This is an optimization exercise on Yosys and OpenROAD, whose aim is small area, a short achievable clock period and few clock cycles, not a production implementation. Only simulation tests tie the RTL to the original design; equivalence was not proved.

==> flow/design.v (outline; a module is shown in full before it is edited, if it fits) <==
// module acc_dot_csa: 1196 lines
// module acc_mac_unit: 25 lines
// module acc_top: 242 lines
module acc_top #(
  parameter int ADDR_WIDTH = acc_pkg::ADDR_WIDTH_DEF,
  parameter int CNT_WIDTH  = acc_pkg::CNT_WIDTH_DEF
) (
  input  logic                  ap_clk,
  input  logic                  ap_rst_n,
  input  logic                  ap_start,
  output logic                  ap_idle,
  output logic                  ap_ready,
  output logic                  ap_done,
  input  logic [ADDR_WIDTH-1:0] ifm_addr_base,
  input  logic [ADDR_WIDTH-1:0] wgt_addr_base,
  input  logic [ADDR_WIDTH-1:0] ofm_addr_base,
  input  logic [CNT_WIDTH-1:0]  cfg_ci,
  input  logic [CNT_WIDTH-1:0]  cfg_co,
  output logic                  ifm_rd_req,
  output logic [ADDR_WIDTH-1:0] ifm_rd_addr,
  input  logic                  ifm_rd_valid,
  input  acc_pkg::word_t        ifm_rd_data,
  output logic                  wgt_rd_req,
  output logic [ADDR_WIDTH-1:0] wgt_rd_addr,
  input  logic                  wgt_rd_valid,
  input  acc_pkg::word_t        wgt_rd_data,
  output logic                  ofm_wr_req,
  output logic [ADDR_WIDTH-1:0] ofm_wr_addr,
  output acc_pkg::word_t        ofm_wr_data,
  input  logic                  ofm_wr_ack
);
  // ...
==> flow/flow/run.sh <==
#!/bin/bash
# Layout flow: the standard ORFS flow (standard synthesis unchanged), with
#  - port buffers made from plain buf cells instead of the default delay-buffer
#    cells (every port still gets its own buffer),
#  - repair_timing asked for extra setup slack so the resizer works the
#    input/output paths below the clock period.
# Each tool's full output stays in orfs/logs; make's output goes to flow.log.
set -euo pipefail
PORT_BUF=${PORT_BUF:-sky130_fd_sc_hd__buf_1}
MARGIN=${MARGIN:-6.8}
bash standard.sh "BUFFER_PORTS_ARGS=-buffer_cell $PORT_BUF" "SETUP_SLACK_MARGIN=$MARGIN" finish > flow.log 2>&1
==> flow/standard.sh <==
#!/bin/bash
# synth_recipe.tcl (not shown) runs the flow's synth.tcl, then flattens the netlist and writes it again
# the make line also repeats each setting of config.mk as NAME=value (left out here)
make -C /OpenROAD-flow-scripts/flow DESIGN_CONFIG=/design/flow/config.mk WORK_HOME=/design/flow/orfs CLKGATE_MAP_FILE= SYNTH_SCRIPT=/design/flow/synth_recipe.tcl "${@:-finish}"
==> flow/config.mk <==
export PLATFORM = sky130hd
export DESIGN_NAME = acc_top
export DESIGN_NICKNAME = acc_top
export VERILOG_FILES = /design/flow/design.v
export SDC_FILE = /design/flow/constraint.sdc
export NUM_CORES = 4
export LEC_CHECK = 0
export CAP_MARGIN = 20
export CORE_MARGIN = 2
export CORE_UTILIZATION = 40
export CTS_BUF_LIST = sky130_fd_sc_hd__clkbuf_16
export CTS_CLUSTER_DIAMETER = 100
export CTS_CLUSTER_SIZE = 25
export SLEW_MARGIN = 20
==> flow/constraint.sdc <==
create_clock -name core_clock -period 12.5 [get_ports {ap_clk}]
set_input_delay 2.5000 -clock core_clock [delete_from_list [all_inputs] [get_ports {ap_clk}]]
set_output_delay 2.5000 -clock core_clock [all_outputs]
set_load 0.01 [all_outputs]
==> results_dict.tcl, run 1 <==
set metrics [dict create \
    met3_usage_pct 3.73 \
    clk_share_pct 2.44 \
    post-route-util_pct 45.8 \
    worst-path-max-fanout 3 \
    fin_nets 2546 \
    dieArea_um2 53500 \
    antennaDiodeCount 1 \
    ctsHoldBuffers 0 \
    grtUsageMet1_pct 24.2 \
    status "timing/DRC/antenna clean" \
    finalNonFillerCells 2767 \
    cp_top_family "compound AO/OA/AOI/OAI gates" \
    worst_setup_path_start_kind "input port" \
    wl_per_cell_um 18.5 \
    cp.arrival_ps 3230 \
    met3_length_um 2870 \
    dp_worst_setup_slack_ps 6260 \
    fin_ws_ps 6770 \
    core_region_area_um2 51200 \
    synth.avg_cell_area_um2 11.8 \
    slowest_stage "a221oi_4" \
    r2r-end "dot_sn_q[9]" \
    yosysTopAreaCell "edfxtp_1" \
    synth_edf_count 240 \
    finalCritPeriodShare_pct 45.9 \
    hold_violations 0 \
    antenna_found_initial 4 \
    cp.required_ps 10000 \
    synth_area_leaders "edfxtp_1 35%, fa_1 23%, and2_1 7.6%" \
    crit_path_cell_trace "buf_8 > a21o_1 > a221oi_4 > inv_2 > buf_6" \
    sh_seq_area_pct 36.4 \
    wl_met1_um 20800 \
    die_w_um 231 \
    pin_count 316 \
    fmax_mhz 174 \
    yosys.cell_types.count 51 \
    clockRootBuffer "clkbuf_16" \
]
Testbench counts, summed over its fixed seeds: cycles 59,110.
==> run 2: changes to the inputs <==
--- a/flow/flow/run.sh
+++ b/flow/flow/run.sh
@@ -7,5 +7,5 @@
 # Each tool's full output stays in orfs/logs; make's output goes to flow.log.
 set -euo pipefail
 PORT_BUF=${PORT_BUF:-sky130_fd_sc_hd__buf_1}
-MARGIN=${MARGIN:-6.8}
+MARGIN=${MARGIN:-6.5}
 bash standard.sh "BUFFER_PORTS_ARGS=-buffer_cell $PORT_BUF" "SETUP_SLACK_MARGIN=$MARGIN" finish > flow.log 2>&1
==> run 2 against run 1 <==
Effect of this change:
- synthesized cell count unchanged
- final area decreased by 0.74%
- fmax decreased by 3.4%
- first-iteration DRC count increased by 2.5%
- final cell count decreased by 0.33%
- utilization decreased by 0.34 points
- largest cell class unchanged
- highest routed layer unchanged
==> results_dict.tcl, run 2 <==
set metrics [dict create \
    status "timing/DRC/antenna clean" \
    crit_path_cell_trace "buf_1 > a21o_1 > a221oi_2 > inv_1 > buf_1" \
    synth_area_leaders "edfxtp_1 35%, fa_1 23%, and2_1 7.6%" \
    finalNonFillerCells 2758 \
    final_cell_mix "315 x buf_1, 252 x and2_1, 242 x fa_1" \
    multiInputGateArea_um2 11500 \
    worst_setup_path_start_kind "input port" \
    slew_headroom_pct 38.9 \
    async_flop_share_pct 4.29 \
    dp_hpwl_um 39700 \
    grt_max_degree 131 \
    numCtsBuffers 18 \
    initial_utilization_pct 40.4 \
    insertion_delay_ps 560 \
    hold_violations 0 \
    pin_count 316 \
    finalHoldWorstSlack_ps 349 \
    wl_per_cell_um 18.5 \
    die_w_um 231 \
    cts_tree "yes" \
    finalCritPeriodShare_pct 47.5 \
    fmax_mhz 169 \
    place_inst 2719 \
    vias 13800 \
    path_clk_slew_ps 100 \
    cts.sinks 303 \
    post-synth-top-area-fraction_pct 34.8 \
    area_growth_pct 12.7 \
    synth.avg_cell_area_um2 11.8 \
    regArea_um2 8540 \
    cts-htree-levels 1 \
    yosysWarnings 2 \
    maxSlewViolCount 0 \
    wl_met1_um 20900 \
    antenna_found_initial 4 \
    ctsHoldBuffers 0 \
    crit_top_cell "buf_1" \
    min_period_ps 5930 \
    yosysTopAreaCell "edfxtp_1" \
    yosys.cell_types.count 51 \
    num-fill-cells 4749 \
    drtIter0Drc 809 \
    cp.arrival_ps 3430 \
    cp.required_ps 10000 \
    drive_above_1_share_pct 4.24 \
    layout_commonest_cell "buf_1" \
    top_layer "met5" \
    finalSetupViolations 0 \
    synth_cells 1752 \
    core_region_area_um2 51200 \
    synth_edf_count 240 \
    clockRootBuffer "clkbuf_16" \
    crit_path_max_incr_delay_ps 300 \
    grt.overflow.total 0 \
    yosys_register_bits 303 \
    grt_pass1_wl_um 80600 \
    path_class "in2out" \
    rows 83 \
    tns_ps 0 \
    synth_ff_type "edfxtp_1" \
    cts_buffer_depth 3 \
    firstDrtPassIters 5 \
    syn_area_um2 20700 \
    cap_violations 0 \
    post-route-util_pct 45.5 \
    worst-path-buf-inv 3 \
    fin_nets 2537 \
    port_buffers 315 \
    grt_pass1_vias 14600 \
    skew_ps 41.9 \
    drcViolationCount 0 \
    synth_nets 2224 \
    slowest_stage "a221oi_2" \
    ant_nets 0 \
    finalWirelength_um 51100 \
    tightest_slew_ps 916 \
    dieArea_um2 53500 \
    wl_met2_um 25500 \
    die-height_um 231 \
    dp_worst_setup_slack_ps 6260 \
    via_per_inst 5.01 \
    worst-path-max-fanout 6 \
    min_path_type "reg2reg" \
    track_usage_pct 19.4 \
    ys_seq_area_share_pct 41.3 \
    critPathCaptureType "primary output" \
    met3_length_um 2740 \
    gp_congestion 0.865 \
    cp_top_family "compound AO/OA/AOI/OAI gates" \
    rsz0062_at_grt "true" \
    fin_ws_ps 6570 \
    synth_common_cells "252 x and2_1, 242 x fa_1, 240 x edfxtp_1, 153 x inv_1, 148 x nand2_1" \
    yosysMostFrequentCell "and2_1" \
]
## run 2: cell counts after synthesis
Identical to the previous run, type by type.
## run 2: metal layers
metal,up-vias,track usage (%)
li1,6440,-
met2,379,33.7
met1,6905,24.1
met3,89,3.74
met4,4,6.88
met5,-,0
## run 2: cell families after synthesis
| kind of cell | count (synthesis) | synth area share (%) |
|---|---|---|
| buffers and inverters | 192 | 3.63 |
| adder cells (fa/ha/maj) | 291 | 26.4 |
| AND/OR/NAND/NOR | 619 | 15.9 |
| XOR/XNOR | 133 | 5.63 |
| flip-flops | 303 | 41.3 |
| AO/OA/AOI/OAI | 173 | 5.06 |
| multiplexers | 41 | 2.18 |
## run 2: cell type report
| class | instances | share of cell area (%) |
|---|---|---|
| repair buffers | 331 | 5.61 |
| diodes | 1 | 0.0107 |
| clock inverters | 14 | 0.521 |
| multi-input cells | 1258 | 49.2 |
| inverters | 153 | 2.48 |
| flip-flops and latches | 303 | 36.6 |
| clock buffers | 18 | 1.93 |
| well taps | 680 | 3.65 |
## run 2: path summary, 6_finish.rpt
path / depth (start not counted) / slack [ps] / start / end
worst max-delay path: 5 / 6570 / wgt_rd_valid / wgt_rd_req
worst min-delay path: 0 / 350 / qi0_t[1] / s1_t_q[1]
worst max register to register: 14 / 7020 / qw_d[3] / dot_sn_q[9]
worst min register to register: 0 / 350 / qi0_t[1] / s1_t_q[1]
max in group asynchronous: 1 / 10070 / ap_rst_n / faw_q
min in group asynchronous: 1 / 1960 / ap_rst_n / busy_q
## run 2: metrics by stage
step	cell area [um2]
finish	23300
global route	23300
CTS	23200
detailed placement	22600
global placement	22600
floorplan	20700
## run 2: timing repair
item,4_1_cts,5_1_grt
resized for setup,7,5
endpoints found under the setup margin,13,22
pin swaps,1,5
setup buffers,0,5
gates cloned,1,0
==> run 3: changes to the inputs <==
--- a/flow/flow/run.sh
+++ b/flow/flow/run.sh
@@ -7,5 +7,5 @@
 # Each tool's full output stays in orfs/logs; make's output goes to flow.log.
 set -euo pipefail
 PORT_BUF=${PORT_BUF:-sky130_fd_sc_hd__buf_1}
-MARGIN=${MARGIN:-6.5}
+MARGIN=${MARGIN:-7}
 bash standard.sh "BUFFER_PORTS_ARGS=-buffer_cell $PORT_BUF" "SETUP_SLACK_MARGIN=$MARGIN" finish > flow.log 2>&1
--- a/flow/config.mk
+++ b/flow/config.mk
@@ -7,7 +7,7 @@
 export LEC_CHECK = 0
 export CAP_MARGIN = 20
 export CORE_MARGIN = 2
-export CORE_UTILIZATION = 40
+export CORE_UTILIZATION = 60
 export CTS_BUF_LIST = sky130_fd_sc_hd__clkbuf_16
 export CTS_CLUSTER_DIAMETER = 100
 export CTS_CLUSTER_SIZE = 25
==> run 3 against run 2 <==
Effect of this change:
- still clean
- wire length shrank 2.0%
- final area grew 1.4%
- clock-buffer cell count shrank 1
- critical path type is now in2reg
- highest routed layer unchanged
==> results_dict.tcl, run 3 <==
set metrics [dict create \
    core_region_area_um2 33700 \
    slew_headroom_pct 30.2 \
    dieArea_um2 36000 \
    path_clk_slew_ps 100 \
    cap_violations 0 \
    tns_ps 0 \
    yosys_register_bits 303 \
    gp_congestion 0.941 \
    ant_nets 0 \
    dpl-instance-area_um2 22300 \
    pin_count 316 \
    yosys.cell_types.count 51 \
    area_growth_pct 14.2 \
    worstHoldStart "qi0_t[0]" \
    cts-htree-levels 1 \
    r2r-start "qw_d[27]" \
    slowest_stage "fa_2" \
    rsz0062_at_grt "true" \
    finalNonFillerCells 2564 \
    finalCritPeriodShare_pct 45.9 \
    rows 67 \
    status "timing/DRC/antenna clean" \
    place_inst 2487 \
    worst_setup_path_start_kind "input port" \
    rr_worst_depth 14 \
    via_per_inst 5.49 \
    numCtsBuffers 17 \
    vias 14100 \
    worst-r2r-setup-slack_ps 7160 \
    skew_ps 33.1 \
    num-fill-cells 2561 \
    drive_above_1_share_pct 9.04 \
    endpoint "gb_q" \
    drcViolationCount 0 \
    crit_path_max_incr_delay_ps 380 \
    grt_pass1_vias 14700 \
    port_buffers 315 \
    layout_commonest_cell "buf_1" \
    synth_cells 1752 \
    yosysTopAreaCell "edfxtp_1" \
    die-height_um 190 \
    finalWirelength_um 50100 \
    synth.avg_cell_area_um2 11.8 \
    die_w_um 190 \
    critPathCaptureType "register" \
    crit_top_cell "buf_6" \
    yosysMostFrequentCell "and2_1" \
    cts_tree "yes" \
    async_flop_share_pct 4.29 \
    grt.overflow.total 0 \
    grt_max_degree 133 \
    synth_common_cells "252 x and2_1, 242 x fa_1, 240 x edfxtp_1, 153 x inv_1, 148 x nand2_1" \
    firstDrtPassIters 5 \
    antenna_found_initial 6 \
    fin_nets 2575 \
    finalSetupViolations 0 \
    cts.sinks 303 \
    synth_nets 2224 \
    yosysWarnings 2 \
    worst-path-max-fanout 2 \
    dp_hpwl_um 37700 \
    grt_pass1_wl_um 78400 \
    clockRootBuffer "clkbuf_16" \
    synth_area_leaders "edfxtp_1 35%, fa_1 23%, and2_1 7.6%" \
    drtIter0Drc 945 \
    synth_ff_type "edfxtp_1" \
    fmax_mhz 174 \
    path_class "in2reg" \
    post-route-util_pct 70.1 \
    critPathLaunch "wgt_rd_valid" \
    min_path_type "reg2reg" \
    insertion_delay_ps 540 \
    cts_buffer_depth 3 \
    tightest_slew_ps 1050 \
    post-synth-top-area-fraction_pct 34.8 \
    final_cell_mix "292 x buf_1, 249 x and2_1, 240 x edfxtp_1" \
    wl_per_cell_um 19.5 \
    cp.required_ps 12970 \
    ctsHoldBuffers 0 \
    synth_edf_count 240 \
    final_area_um2 23600 \
    syn_area_um2 20700 \
    maxSlewViolCount 0 \
    finalHoldWorstSlack_ps 378 \
    r2r-end "dot_sn_q[9]" \
    hold_violations 0 \
    cp.arrival_ps 6210 \
    track_usage_pct 28.3 \
    initial_utilization_pct 61.4 \
    min_period_ps 5740 \
    ys_seq_area_share_pct 41.3 \
]
## run 3: cell counts after synthesis
No cell type changed its count.
## run 3: worst min path at each step
stage | to | slack, ps | cells after the start
floorplan | s1_t_q[1] | 320 | 0
global placement | s1_t_q[0] | 360 | 0
detailed placement | s1_t_q[0] | 360 | 0
CTS | s1_t_q[0] | 380 | 0
global route | s1_t_q[0] | 390 | 0
finish | s1_t_q[0] | 380 | 0
## run 3: timing repair
action | 4_1_cts | 5_1_grt
pin swaps | 10 | 40
cloned | 2 | 0
buffers inserted | 25 | 18
setup endpoints to repair | 29 | 32
gates resized for setup | 42 | 82
## run 3: layout make-up
| cell class | instances | area (um2) | area share [%] |
|---|---|---|---|
| antenna | 2 | 5.00 | 0.0212 |
| clock buffer | 17 | 425 | 1.80 |
| clock inverter | 13 | 101 | 0.429 |
| inverter | 153 | 577 | 2.44 |
| multi-input combinational | 1259 | 11700 | 49.6 |
| sequential | 303 | 8540 | 36.2 |
| tap | 448 | 561 | 2.37 |
| timing repair buffer | 369 | 1700 | 7.19 |
## run 3: critical path, delay by kind of cell
family / cells / cell delay, ps
buffers and inverters: 14 / 1410
adders and majority gates: 3 / 790
AOI/OAI and AO/OA: 3 / 570
and+or+nand+nor: 4 / 570
xor gates and xnor gates: 2 / 350
## run 3: per-layer routing
layer  share of wire (%)  GRT usage, %
met5                0.11             0
met3                 5.6          4.41
met2                  51          50.2
met1                  39          36.1
met4                 3.7          8.77
## run 3: per-stage QoR
| stage | setup WS [ps] |
|---|---|
| finish | 6760 |
| global route | 6670 |
| CTS | 6730 |
| detailed placement | 6470 |
| global placement | 6530 |
| floorplan | 6970 |
## run 3: kinds of logic (layout without fill, tap and decap cells)
group,after synthesis,in the layout,share of synthesized area [%]
buffers and inverters,192,552,3.63
AND/OR/NAND/NOR,619,619,15.9
flip-flops,303,303,41.3
multiplexers,41,41,2.18
adder cells (fa/ha/maj),291,291,26.4
XOR/XNOR,133,133,5.63
AO/OA/AOI/OAI,173,175,5.06
other,0,2,0
==> run 4: changes to the inputs <==
--- a/flow/flow/run.sh
+++ b/flow/flow/run.sh
@@ -7,5 +7,5 @@
 # Each tool's full output stays in orfs/logs; make's output goes to flow.log.
 set -euo pipefail
 PORT_BUF=${PORT_BUF:-sky130_fd_sc_hd__buf_1}
-MARGIN=${MARGIN:-7}
+MARGIN=${MARGIN:-6.8}
 bash standard.sh "BUFFER_PORTS_ARGS=-buffer_cell $PORT_BUF" "SETUP_SLACK_MARGIN=$MARGIN" finish > flow.log 2>&1
--- a/flow/config.mk
+++ b/flow/config.mk
@@ -12,3 +12,4 @@
 export CTS_CLUSTER_DIAMETER = 100
 export CTS_CLUSTER_SIZE = 25
 export SLEW_MARGIN = 20
+export TNS_END_PERCENT = 5
==> run 4 against run 3 <==
Effect of this change:
- clock skew decreased by 5.8 ps
- critical path type is now in2out
- fmax about the same
- sequential cell count unchanged
- via count decreased by 2.2%
- wire length decreased by 2.8%
- clock-buffer cell count decreased by 1
- still clean on timing, DRC and antenna
==> results_dict.tcl, run 4 <==
set metrics [dict create \
    rows 67 \
    via_per_inst 5.45 \
    finalNonFillerCells 2529 \
    yosys.cell_types.count 51 \
    min_path_type "reg2reg" \
    antenna_found_initial 6 \
    min_path_cells 0 \
    cap_violations 0 \
    cts.sinks 303 \
    pin_count 316 \
    min_period_ps 5740 \
    synth_ff_type "edfxtp_1" \
    cts_tree "yes" \
    die_w_um 190 \
    r2r-end "dot_sn_q[9]" \
    place_inst 2488 \
    synth_cells 1752 \
    port_buffers 315 \
    cp.arrival_ps 3240 \
    insertion_delay_ps 530 \
    tightest_slew_ps 1050 \
    core_region_area_um2 33700 \
    fin_nets 2542 \
    drcViolationCount 0 \
    tns_ps 0 \
    yosysWarnings 2 \
    ys_seq_area_share_pct 41.3 \
    yosys_register_bits 303 \
    path_clk_slew_ps 100 \
    firstDrtPassIters 5 \
    area_growth_pct 11.3 \
    ctsHoldBuffers 0 \
    cts_buffer_depth 3 \
    dpl-instance-area_um2 22300 \
    yosysTopAreaCell "edfxtp_1" \
    finalHoldWorstSlack_ps 382 \
    clockRootBuffer "clkbuf_16" \
    finalSetupViolations 0 \
    worst-path-buf-inv 4 \
    post-synth-top-area-fraction_pct 34.8 \
    r2r-start "qw_d[26]" \
    numCtsBuffers 16 \
    synth_edf_count 240 \
    final_cell_mix "311 x buf_1, 252 x and2_1, 242 x fa_1" \
    wl_per_cell_um 19.3 \
    finalWirelength_um 48700 \
    initial_utilization_pct 61.4 \
    async_flop_share_pct 4.29 \
    grt_pass1_vias 14500 \
    syn_area_um2 20700 \
    rr_worst_depth 14 \
    layout_commonest_cell "buf_1" \
    dieArea_um2 36000 \
    hold-path-endpoint "s1_t_q[0]" \
    cp_top_family "buffers and inverters" \
    synth_area_leaders "edfxtp_1 35%, fa_1 23%, and2_1 7.6%" \
    cp.required_ps 10000 \
    crit_path_max_incr_delay_ps 290 \
    synth.avg_cell_area_um2 11.8 \
    yosysMostFrequentCell "and2_1" \
    drtIter0Drc 848 \
    crit_path_cell_trace "buf_8 > buf_4 > a221oi_4 > inv_2 > buf_6" \
    maxSlewViolCount 0 \
    worst-r2r-setup-slack_ps 6920 \
    fmax_mhz 174 \
    synth_common_cells "252 x and2_1, 242 x fa_1, 240 x edfxtp_1, 153 x inv_1, 148 x nand2_1" \
    grt_pass1_wl_um 76900 \
    worst-path-max-fanout 4 \
    worstHoldStart "qi0_t[0]" \
    grt.overflow.total 0 \
    track_usage_pct 27.9 \
    die-height_um 190 \
    gp_congestion 0.931 \
    worst_setup_path_start_kind "input port" \
    skew_ps 27.3 \
    grt_max_degree 124 \
    hold_violations 0 \
    vias 13800 \
    finalCritPeriodShare_pct 45.9 \
    cts-htree-levels 1 \
    post-route-util_pct 68.3 \
    drive_above_1_share_pct 4.57 \
    path_class "in2out" \
    ant_nets 0 \
    final_area_um2 23000 \
    dp_hpwl_um 37100 \
    synth_nets 2224 \
    slew_headroom_pct 30.0 \
    rsz0062_at_grt "true" \
    status "timing/DRC/antenna clean" \
    slowest_stage "a221oi_4" \
    critPathCaptureType "primary output" \
]
-- run 4: cell counts after synthesis --
No cell type changed its count.
-- run 4: area by class of cell --
type,instances,area (um2)
multi-input cells,1258,11500
fillers,2607,10700
flip-flops and latches,303,8540
repair buffers,338,1390
inverters,153,577
well taps,448,561
clock buffers,16,400
clock inverters,12,73.8
diodes,1,2.50
-- run 4: worst max path at each step --
stage	startpoint	to	slack, ps	depth (start not counted)
5_1_grt	fi_q[0]	ifm_rd_addr[14]	6680	13
3_3_place_gp	wgt_rd_valid	ifm_rd_req	6370	4
2_1_floorplan	wgt_rd_valid	wgt_rd_req	6890	3
6_report	wgt_rd_valid	wgt_rd_req	6760	5
3_5_place_dp	wgt_rd_valid	ifm_rd_req	6310	4
4_1_cts	wgt_rd_valid	wgt_rd_req	6710	5
-- run 4: metrics by stage --
| stage | setup WS [ps] |
|---|---|
| 2_1_floorplan | 6890 |
| 3_3_place_gp | 6370 |
| 3_5_place_dp | 6310 |
| 4_1_cts | 6710 |
| 5_1_grt | 6680 |
| 6_report | 6760 |
-- run 4: logic make-up after synthesis --
group,count (synthesis),share of synthesized area (%)
AOI/OAI and AO/OA,173,5.06
xor gates and xnor gates,133,5.63
adders and majority gates,291,26.4
buffers and inverters,192,3.63
DFF,303,41.3
muxes,41,2.18
and+or+nand+nor,619,15.9
-- run 4: timing repair --
item                                    4_1_cts  5_1_grt
gates resized for setup                      13       17
setup buffers                                 6        5
cloned                                        1        0
endpoints found under the setup margin       26       27
pin swaps                                     7        6
-- run 4: metal layers --
layer  global-route usage [%]  vias up  wire, um  part of all wire, %
li1                         -     6437         -                    -
met2                     48.9      427     24600                   50
met4                     9.66       10      1980                  4.1
met3                     4.94      120      2660                  5.5
met1                     35.0     6782     19400                   40
met5                        0        -        70                 0.14
==> run 5: changes to the inputs <==
--- a/flow/config.mk
+++ b/flow/config.mk
@@ -12,4 +12,3 @@
 export CTS_CLUSTER_DIAMETER = 100
 export CTS_CLUSTER_SIZE = 25
 export SLEW_MARGIN = 20
-export TNS_END_PERCENT = 5
==> run 5 against run 4 <==
Effect of this change:
- hold slack gained 2.7 ps
- final area rose by 0.11%
- area after synthesis unchanged
- sequential cell count unchanged
- wire length rose by 0.27%
- non-clock buffer count rose by 3
- critical path depth did not move
- clock skew up 0.56 ps
- global-route usage grew 0.057 points
- critical endpoint unchanged
==> results_dict.tcl, run 5 <==
set metrics [dict create \
    status "timing/DRC/antenna clean" \
    synth_area_leaders "edfxtp_1 35%, fa_1 23%, and2_1 7.6%" \
    met3_length_um 2620 \
    gp_congestion 0.931 \
    r2r-end "dot_sn_q[9]" \
    worst-path-buf-inv 4 \
    worst-r2r-setup-slack_ps 6920 \
    cp.arrival_ps 3230 \
    grt_pass1_vias 14500 \
    min_path_cells 0 \
    cts_buffer_depth 3 \
    hold_violations 0 \
    fmax_mhz 175 \
    crit_path_cell_trace "buf_8 > buf_4 > a221oi_4 > inv_2 > buf_6" \
    wl_met2_um 24700 \
    slew_headroom_pct 30.8 \
    grt_pass1_wl_um 77000 \
    antenna_found_initial 6 \
    via_per_inst 5.44 \
    rsz0062_at_grt "true" \
    final_cell_mix "308 x buf_1, 252 x and2_1, 241 x fa_1" \
    critPathCaptureType "primary output" \
    grt_max_degree 124 \
    synth_ff_type "edfxtp_1" \
    worst-path-max-fanout 4 \
    path_class "in2out" \
    finalSetupViolations 0 \
    rr_worst_depth 14 \
    synth_nets 2224 \
    post-route-util_pct 68.4 \
    fin_nets 2545 \
    numCtsBuffers 16 \
    synth_edf_count 240 \
    crit_path_max_incr_delay_ps 290 \
    syn_area_um2 20700 \
    core_region_area_um2 33700 \
    maxSlewViolCount 0 \
    cts_tree "yes" \
    cap_violations 0 \
    num-fill-cells 2606 \
    yosysWarnings 2 \
    yosys.cell_types.count 51 \
    finalCritPeriodShare_pct 45.8 \
    drcViolationCount 0 \
    ctsHoldBuffers 0 \
    wl_per_cell_um 19.3 \
    initial_utilization_pct 61.4 \
    pin_count 316 \
    drtIter0Drc 847 \
    area_growth_pct 11.4 \
    wl_met1_um 19500 \
    multiInputGateArea_um2 11500 \
    hold-path-endpoint "s1_t_q[0]" \
    finalWirelength_um 48800 \
    cts-htree-levels 1 \
    path_clk_slew_ps 100 \
    vias 13800 \
    min_path_type "reg2reg" \
    yosysTopAreaCell "edfxtp_1" \
    regArea_um2 8540 \
    min_period_ps 5730 \
    cp.required_ps 10000 \
    grt.overflow.total 0 \
    clockRootBuffer "clkbuf_16" \
    synth.avg_cell_area_um2 11.8 \
    firstDrtPassIters 5 \
    synth_cells 1752 \
    die-height_um 190 \
    drive_above_1_share_pct 5.18 \
    yosys_register_bits 303 \
    rows 67 \
    cp_top_family "buffers and inverters" \
    post-synth-top-area-fraction_pct 34.8 \
    worstHoldStart "qi0_t[0]" \
    r2r-start "qw_d[26]" \
    die_w_um 190 \
    port_buffers 315 \
    cts.sinks 303 \
    top_layer "met5" \
    dp_hpwl_um 37100 \
    tightest_slew_ps 1040 \
    insertion_delay_ps 530 \
    yosysMostFrequentCell "and2_1" \
    ys_seq_area_share_pct 41.3 \
    ant_nets 0 \
    synth_common_cells "252 x and2_1, 242 x fa_1, 240 x edfxtp_1, 153 x inv_1, 148 x nand2_1" \
    worst_setup_path_start_kind "input port" \
    async_flop_share_pct 4.29 \
    layout_commonest_cell "buf_1" \
    dieArea_um2 36000 \
    slowest_stage "a221oi_4" \
    track_usage_pct 27.9 \
    tns_ps 0 \
    skew_ps 27.8 \
]
run 5: cell counts after synthesis:
No cell type changed its count.
run 5: worst max path at each step:
stage,startpoint,end,cells after the start
2_1_floorplan,wgt_rd_valid,wgt_rd_req,3
3_3_place_gp,wgt_rd_valid,ifm_rd_req,4
3_5_place_dp,wgt_rd_valid,ifm_rd_req,4
4_1_cts,wgt_rd_valid,wgt_rd_req,5
5_1_grt,wgt_rd_valid,wgt_rd_req,5
6_report,wgt_rd_valid,wgt_rd_req,5
run 5: through the flow:
stage	cell area [um2]	hold slack [ps]	std cells	setup slack, ps
floorplan	20700	323	1752	6890
global placement	22300	366	2488	6370
detailed placement	22300	366	2488	6310
CTS	22900	385	2525	6710
global route	23000	392	2531	6730
finish	23000	384	2532	6770
run 5: cell families (layout without fill, tap and decap cells):
| group | after synthesis | after routing | synth area share (%) |
|---|---|---|---|
| other | 0 | 1 | 0 |
| adder cells (fa/ha/maj) | 291 | 291 | 26.4 |
| AND/OR/NAND/NOR | 619 | 619 | 15.9 |
| AO/OA/AOI/OAI | 173 | 174 | 5.06 |
| flip-flops | 303 | 303 | 41.3 |
| XOR/XNOR | 133 | 133 | 5.63 |
| multiplexers | 41 | 41 | 2.18 |
| buffers and inverters | 192 | 522 | 3.63 |
run 5: cell type report:
cell class	instances	area share (%)
Tap cell	448	2.43
Sequential cell	303	37.1
Antenna cell	1	0.0109
Inverter	153	2.50
Clock buffer	16	1.74
Timing Repair Buffer	341	6.09
Multi-Input combinational cell	1258	49.8
Clock inverter	12	0.320
run 5: timing repair:
action,4_1_cts,5_1_grt
setup endpoints to repair,26,26
setup buffers,8,6
pin swaps,7,6
cloned,1,0
resized for setup,16,23
run 5: layer usage:
metal	vias up	track usage, %
met3	118	4.87
met5	-	0
met4	10	9.63
met1	6795	35.2
met2	408	49.1
li1	6440	-
==> run 6: changes to the inputs <==
--- a/flow/config.mk
+++ b/flow/config.mk
@@ -5,10 +5,10 @@
 export SDC_FILE = /design/flow/constraint.sdc
 export NUM_CORES = 4
 export LEC_CHECK = 0
-export CAP_MARGIN = 20
+export CAP_MARGIN = 5
 export CORE_MARGIN = 2
 export CORE_UTILIZATION = 60
 export CTS_BUF_LIST = sky130_fd_sc_hd__clkbuf_16
 export CTS_CLUSTER_DIAMETER = 100
 export CTS_CLUSTER_SIZE = 25
-export SLEW_MARGIN = 20
+export SLEW_MARGIN = 5
==> run 6 against run 5 <==
Effect of this change:
- still clean on timing, DRC and antenna
- synthesized cell count unchanged
- area after synthesis unchanged
- via count unchanged
- final area unchanged
- hold slack unchanged
- register-to-register slack about the same
- global-route usage unchanged
==> results_dict.tcl, run 6 <==
set metrics [dict create \
    worst_setup_path_start_kind "input port" \
    pin_count 316 \
    yosysMostFrequentCell "and2_1" \
    synth_area_leaders "edfxtp_1 35%, fa_1 23%, and2_1 7.6%" \
    yosys.cell_types.count 51 \
    fin_ws_ps 6770 \
    worst-path-buf-inv 4 \
    synth_cells 1752 \
    syn_area_um2 20700 \
    min_path_cells 0 \
    min_path_type "reg2reg" \
    yosysTopAreaCell "edfxtp_1" \
    crit_path_cell_trace "buf_8 > buf_4 > a221oi_4 > inv_2 > buf_6" \
    cap_violations 0 \
    fin_nets 2545 \
    rsz0062_at_grt "true" \
    status "timing/DRC/antenna clean" \
    synth_nets 2224 \
    ctsHoldBuffers 0 \
    grt.overflow.total 0 \
    yosys_register_bits 303 \
    antenna_found_initial 6 \
    finalCritPeriodShare_pct 45.8 \
    cts.sinks 303 \
    post-synth-top-area-fraction_pct 34.8 \
    slew_headroom_pct 30.8 \
    clockRootBuffer "clkbuf_16" \
    tightest_slew_ps 1040 \
    gp_congestion 0.931 \
    async_flop_share_pct 4.29 \
    worst-path-max-fanout 4 \
    hold_violations 0 \
    tns_ps 0 \
    die_w_um 190 \
    finalWirelength_um 48800 \
    critPathCaptureType "primary output" \
    cp.required_ps 10000 \
    synth_common_cells "252 x and2_1, 242 x fa_1, 240 x edfxtp_1, 153 x inv_1, 148 x nand2_1" \
    grt_pass1_wl_um 77000 \
    path_clk_slew_ps 100 \
    dp_worst_setup_slack_ps 6310 \
    drive_above_1_share_pct 5.18 \
    slowest_stage "a221oi_4" \
    firstDrtPassIters 5 \
    cp_top_family "buffers and inverters" \
    drtIter0Drc 847 \
    ant_nets 0 \
    dieArea_um2 36000 \
    synth_ff_type "edfxtp_1" \
    port_buffers 315 \
    cp.arrival_ps 3230 \
    area_growth_pct 11.4 \
    ys_seq_area_share_pct 41.3 \
    num-fill-cells 2606 \
    cts_tree "yes" \
    worst-path-stages 5 \
    synth.avg_cell_area_um2 11.8 \
    post-route-util_pct 68.4 \
    cts_buffer_depth 3 \
    numCtsBuffers 16 \
    via_per_inst 5.44 \
    initial_utilization_pct 61.4 \
    layout_commonest_cell "buf_1" \
    insertion_delay_ps 530 \
    dp_hpwl_um 37100 \
    rows 67 \
    min_period_ps 5730 \
    vias 13800 \
    maxSlewViolCount 0 \
    drcViolationCount 0 \
    wl_per_cell_um 19.3 \
    yosysWarnings 2 \
    crit_path_max_incr_delay_ps 290 \
    cts-htree-levels 1 \
    rr_worst_depth 14 \
    grt_pass1_vias 14500 \
    fmax_mhz 175 \
    grt_max_degree 124 \
    final_cell_mix "308 x buf_1, 252 x and2_1, 241 x fa_1" \
    path_class "in2out" \
    finalSetupViolations 0 \
    die-height_um 190 \
    synth_edf_count 240 \
    core_region_area_um2 33700 \
    track_usage_pct 27.9 \
    skew_ps 27.8 \
]
[run 6: cell counts after synthesis]
No cell type changed its count.
[run 6: worst reg2reg max path, delay by kind of cell (launching register included)]
kind	cells	cell delay, ps
buffers and inverters	3	190
adders and majority gates	10	4460
and+or+nand+nor	1	290
DFF	1	610
[run 6: area by class of cell]
| type | count | area (um2) | share of cell area, % |
|---|---|---|---|
| timing repair buffer | 341 | 1400 | 6.09 |
| inverter | 153 | 577 | 2.50 |
| clock buffer | 16 | 400 | 1.74 |
| multi-input combinational | 1258 | 11500 | 49.8 |
| antenna | 1 | 2.50 | 0.0109 |
| clock inverter | 12 | 73.8 | 0.320 |
| tap | 448 | 561 | 2.43 |
| sequential | 303 | 8540 | 37.1 |
[run 6: final timing paths]
check / startpoint / endpoint / slack, ps
setup reg to reg: qw_d[26] / dot_sn_q[9] / 6920
hold / removal: qi0_t[0] / s1_t_q[0] / 380
max in group asynchronous: ap_rst_n / faw_q / 9950
min in group asynchronous: ap_rst_n / gb_q / 2030
hold reg to reg: qi0_t[0] / s1_t_q[0] / 380
setup / recovery: wgt_rd_valid / wgt_rd_req / 6770
[run 6: stage by stage]
stage	hold slack, ps	std cells	area, um2
CTS	385	2525	22900
floorplan	323	1752	20700
global route	392	2531	23000
detailed placement	366	2488	22300
global placement	366	2488	22300
finish	384	2532	23000
[run 6: metal layers]
layer  GRT usage (%)  vias to the layer above  wire length [um]
li1                -                     6440                 -
met1            35.2                     6795             19500
met2            49.1                      408             24700
met3            4.87                      118              2620
met4            9.63                       10              2000
met5               0                        -                70
[run 6: cells by family after synthesis]
family	count (synthesis)	synth area share, %
adder cells (fa/ha/maj)	291	26.4
XOR/XNOR	133	5.63
AO/OA/AOI/OAI	173	5.06
multiplexers	41	2.18
AND/OR/NAND/NOR	619	15.9
buffers and inverters	192	3.63
flip-flops	303	41.3
[run 6: repair_timing]
item	4_1_cts	5_1_grt
setup buffers	8	6
endpoints found under the setup margin	26	26
pin swaps	7	6
endpoints found under the hold margin	0	0
cloned	1	0
resized for setup	16	23
==> run 7: changes to the inputs <==
==> flow/run.sh (new file) <==
#!/bin/bash
# synth_recipe.tcl (not shown) runs the flow's synth.tcl, then flattens the netlist and writes it again
# the make line also repeats each setting of config.mk as NAME=value (left out here)
make -C /OpenROAD-flow-scripts/flow DESIGN_CONFIG=/design/flow/config.mk WORK_HOME=/design/flow/orfs CLKGATE_MAP_FILE= SYNTH_SCRIPT=/design/flow/synth_recipe.tcl finish
--- a/flow/config.mk
+++ b/flow/config.mk
@@ -5,10 +5,11 @@
 export SDC_FILE = /design/flow/constraint.sdc
 export NUM_CORES = 4
 export LEC_CHECK = 0
-export CAP_MARGIN = 5
+export CAP_MARGIN = 20
 export CORE_MARGIN = 2
 export CORE_UTILIZATION = 60
 export CTS_BUF_LIST = sky130_fd_sc_hd__clkbuf_16
 export CTS_CLUSTER_DIAMETER = 100
 export CTS_CLUSTER_SIZE = 25
-export SLEW_MARGIN = 5
+export SETUP_SLACK_MARGIN = 5
+export SLEW_MARGIN = 20
removed: flow/flow/run.sh
removed: flow/standard.sh
==> run 7 against run 6 <==
Effect of this change:
- utilization up 5.2 points
- synthesized cell count unchanged
- first-iteration DRC count is 5.0% lower
- largest cell class unchanged
- wire length rose by 3.7%
- area after synthesis stayed put
- critical endpoint is now ifm_rd_req
- die area unchanged
- final area increased by 7.7%
==> results_dict.tcl, run 7 <==
set metrics [dict create \
    status "timing/DRC/antenna clean" \
    cp.required_ps 10000 \
    finalCritPeriodShare_pct 56.5 \
    yosys.cell_types.count 51 \
    via_per_inst 5.60 \
    slew_headroom_pct 29.7 \
    ys_seq_area_share_pct 41.3 \
    worst_setup_path_start_kind "input port" \
    drive_above_1_share_pct 3.38 \
    post-synth-top-area-fraction_pct 34.8 \
    die-height_um 190 \
    critPathCaptureType "primary output" \
    slowest_stage "clkdlybuf4s50_1" \
    wl_per_cell_um 20.1 \
    firstDrtPassIters 5 \
    vias 14100 \
    num-fill-cells 2387 \
    cts.sinks 303 \
    antenna_found_initial 10 \
    synth_ff_type "edfxtp_1" \
    yosys_register_bits 303 \
    core_region_area_um2 33700 \
    tns_ps 0 \
    crit_path_max_incr_delay_ps 700 \
    hold_violations 0 \
    ctsHoldBuffers 0 \
    fin_nets 2530 \
    ant_nets 0 \
    syn_area_um2 20700 \
    dp_hpwl_um 39000 \
    grt.overflow.total 0 \
    yosysWarnings 2 \
    cts_resized 0 \
    final_cell_mix "315 x clkdlybuf4s50_1, 252 x and2_1, 242 x fa_1" \
    maxSlewViolCount 0 \
    crit_top_cell "clkdlybuf4s50_1" \
    track_usage_pct 29.0 \
    yosysMostFrequentCell "and2_1" \
    drcViolationCount 0 \
    cts_buffer_depth 3 \
    min_period_ps 7070 \
    pin_count 316 \
    finalWirelength_um 50700 \
    rows 67 \
    grt_pass1_wl_um 80400 \
    tightest_slew_ps 1050 \
    grt_max_degree 113 \
    finalSetupViolations 0 \
    r2r-start "qi0_d[19]" \
    critPathLaunch "wgt_rd_valid" \
    worst-path-max-fanout 11 \
    async_flop_share_pct 4.29 \
    cts_tree "yes" \
    port_buffers 315 \
    synth_cells 1752 \
    skew_ps 35.0 \
    dieArea_um2 36000 \
    clockRootBuffer "clkbuf_16" \
    grt_pass1_vias 15300 \
    drtIter0Drc 805 \
    path_class "in2out" \
    min_path_type "reg2reg" \
    yosysTopAreaCell "edfxtp_1" \
    cp.arrival_ps 4570 \
    synth.avg_cell_area_um2 11.8 \
    layout_commonest_cell "clkdlybuf4s50_1" \
    worst-path-buf-inv 2 \
    numCtsBuffers 16 \
    synth_nets 2224 \
    cap_violations 0 \
    worstHoldStart "qi0_t[1]" \
    post_cts_buffers 0 \
    synth_edf_count 240 \
    synth_area_leaders "edfxtp_1 35%, fa_1 23%, and2_1 7.6%" \
    gp_congestion 0.909 \
    cp_top_family "buffers and inverters" \
    cts-htree-levels 1 \
    die_w_um 190 \
    rsz0062_at_grt "false" \
    fmax_mhz 141 \
    initial_utilization_pct 61.4 \
    crit_path_cell_trace "clkdlybuf4s50_1 > a21oi_1 > o21ai_1 > clkdlybuf4s50_1" \
    path_clk_slew_ps 120 \
    area_growth_pct 19.9 \
    insertion_delay_ps 550 \
    synth_common_cells "252 x and2_1, 242 x fa_1, 240 x edfxtp_1, 153 x inv_1, 148 x nand2_1" \
]
## run 7: cell types whose count changed in the layout (fill, tap and decap cells not counted), sizes merged
cell           previous run  this run
o21a                      3         2
diode                     1         4
clkdlybuf4s50             0       315
buf                     338        12
clkbuf                   19        16
## run 7: worst register-to-register path, stage by stage (launching register included)
cell	delay, ps
edfxtp_1	630
and2_1	270
fa_1	570
fa_1	440
fa_1	420
fa_1	550
inv_1	60
fa_1	400
fa_1	440
fa_1	430
fa_1	430
fa_1	380
inv_1	70
fa_1	400
inv_1	60
## run 7: cell families after synthesis
| family | Yosys count | share of synthesized area (%) |
|---|---|---|
| AND/OR/NAND/NOR | 619 | 15.9 |
| flip-flops | 303 | 41.3 |
| adder cells (fa/ha/maj) | 291 | 26.4 |
| buffers and inverters | 192 | 3.63 |
| AO/OA/AOI/OAI | 173 | 5.06 |
| XOR/XNOR | 133 | 5.63 |
| multiplexers | 41 | 2.18 |
## run 7: final cells by class
cell class                 count  area, um2  area share, %
tap                          448        561           2.26
inverter                     153        577           2.33
multi-input combinational   1257      11400           46.0
clock buffer                  16        400           1.61
antenna                        4       10.0         0.0404
timing repair buffer         327       3240           13.1
sequential                   303       8530           34.4
clock inverter                12       75.1          0.303
## run 7: layer usage
metal | track usage, % | part of all wire [%] | up-vias
met3 | 5.70 | 6.5 | 137
li1 | - | - | 6417
met4 | 11.4 | 4.5 | 10
met1 | 35.1 | 38 | 7069
met2 | 51.3 | 51 | 472
met5 | 0 | 0.14 | -
## run 7: path summary, 6_finish.rpt
kind,endpoint,slack (ps),depth (start not counted)
worst max register to register,dot_sn_q[9],6900,14
max in group asynchronous,fa_q,9720,1
worst max-delay path,ifm_rd_req,5430,4
worst min-delay path,s1_t_q[1],360,0
worst min register to register,s1_t_q[1],360,0
min in group asynchronous,ga_q,2340,1
## run 7: stage by stage
step | worst slack, ps | hold slack, ps | instances | utilization (%) | area [um2]
2_1_floorplan | 6890 | 323 | 1752 | - | 20700
3_3_place_gp | 5530 | 360 | 2488 | 72.1 | 24300
3_5_place_dp | 5480 | 365 | 2488 | 72.1 | 24300
4_1_cts | 5470 | 376 | 2516 | 73.5 | 24800
5_1_grt | 5340 | 377 | 2519 | 73.6 | 24800
6_report | 5430 | 361 | 2520 | 73.6 | 24800

-- afterwards: timing with drivers on the ports --
The results above use ideal ports. As a check the final layouts listed here were re-extracted and re-timed, cells and wires unchanged. Step 1 assumes that a clkbuf_16 drives the clock port and a buf_2 every other input. Step 2 moves the port delays by t, midway between the first and last clock arrival at a register: inputs arrive t later, outputs are due t later. That takes back most of the time a late clock gives input paths. Three values: ideal, step 1, step 2; two values: the first two.
| run | t, ns | slack for setup (ns) | worst setup path after step 2 | worst register clock-pin slew, ns |
|---|---|---|---|---|
| run 1 | 0.597 | 6.769 / 6.714 / 6.714 | input to output | 0.11 / 0.11 |
| run 2 | 0.596 | 6.567 / 6.532 / 6.532 | input to output | 0.11 / 0.11 |
| run 3 | 0.574 | 6.760 / 6.720 / 6.186 | input to register | 0.11 / 0.11 |
| run 4 | 0.575 | 6.765 / 6.708 / 6.708 | input to output | 0.11 / 0.11 |
| run 5 | 0.573 | 6.770 / 6.715 / 6.715 | input to output | 0.10 / 0.10 |
| run 6 | 0.573 | 6.770 / 6.715 / 6.715 | input to output | 0.10 / 0.10 |
| run 7 | 0.583 | 5.432 / 5.383 / 5.383 | input to output | 0.12 / 0.12 |
After both steps setup and hold are still met in every run listed. For run 3, which loses most, drivers alone change the setup slack by -0.040 ns; drivers and shift together by -0.574 ns.
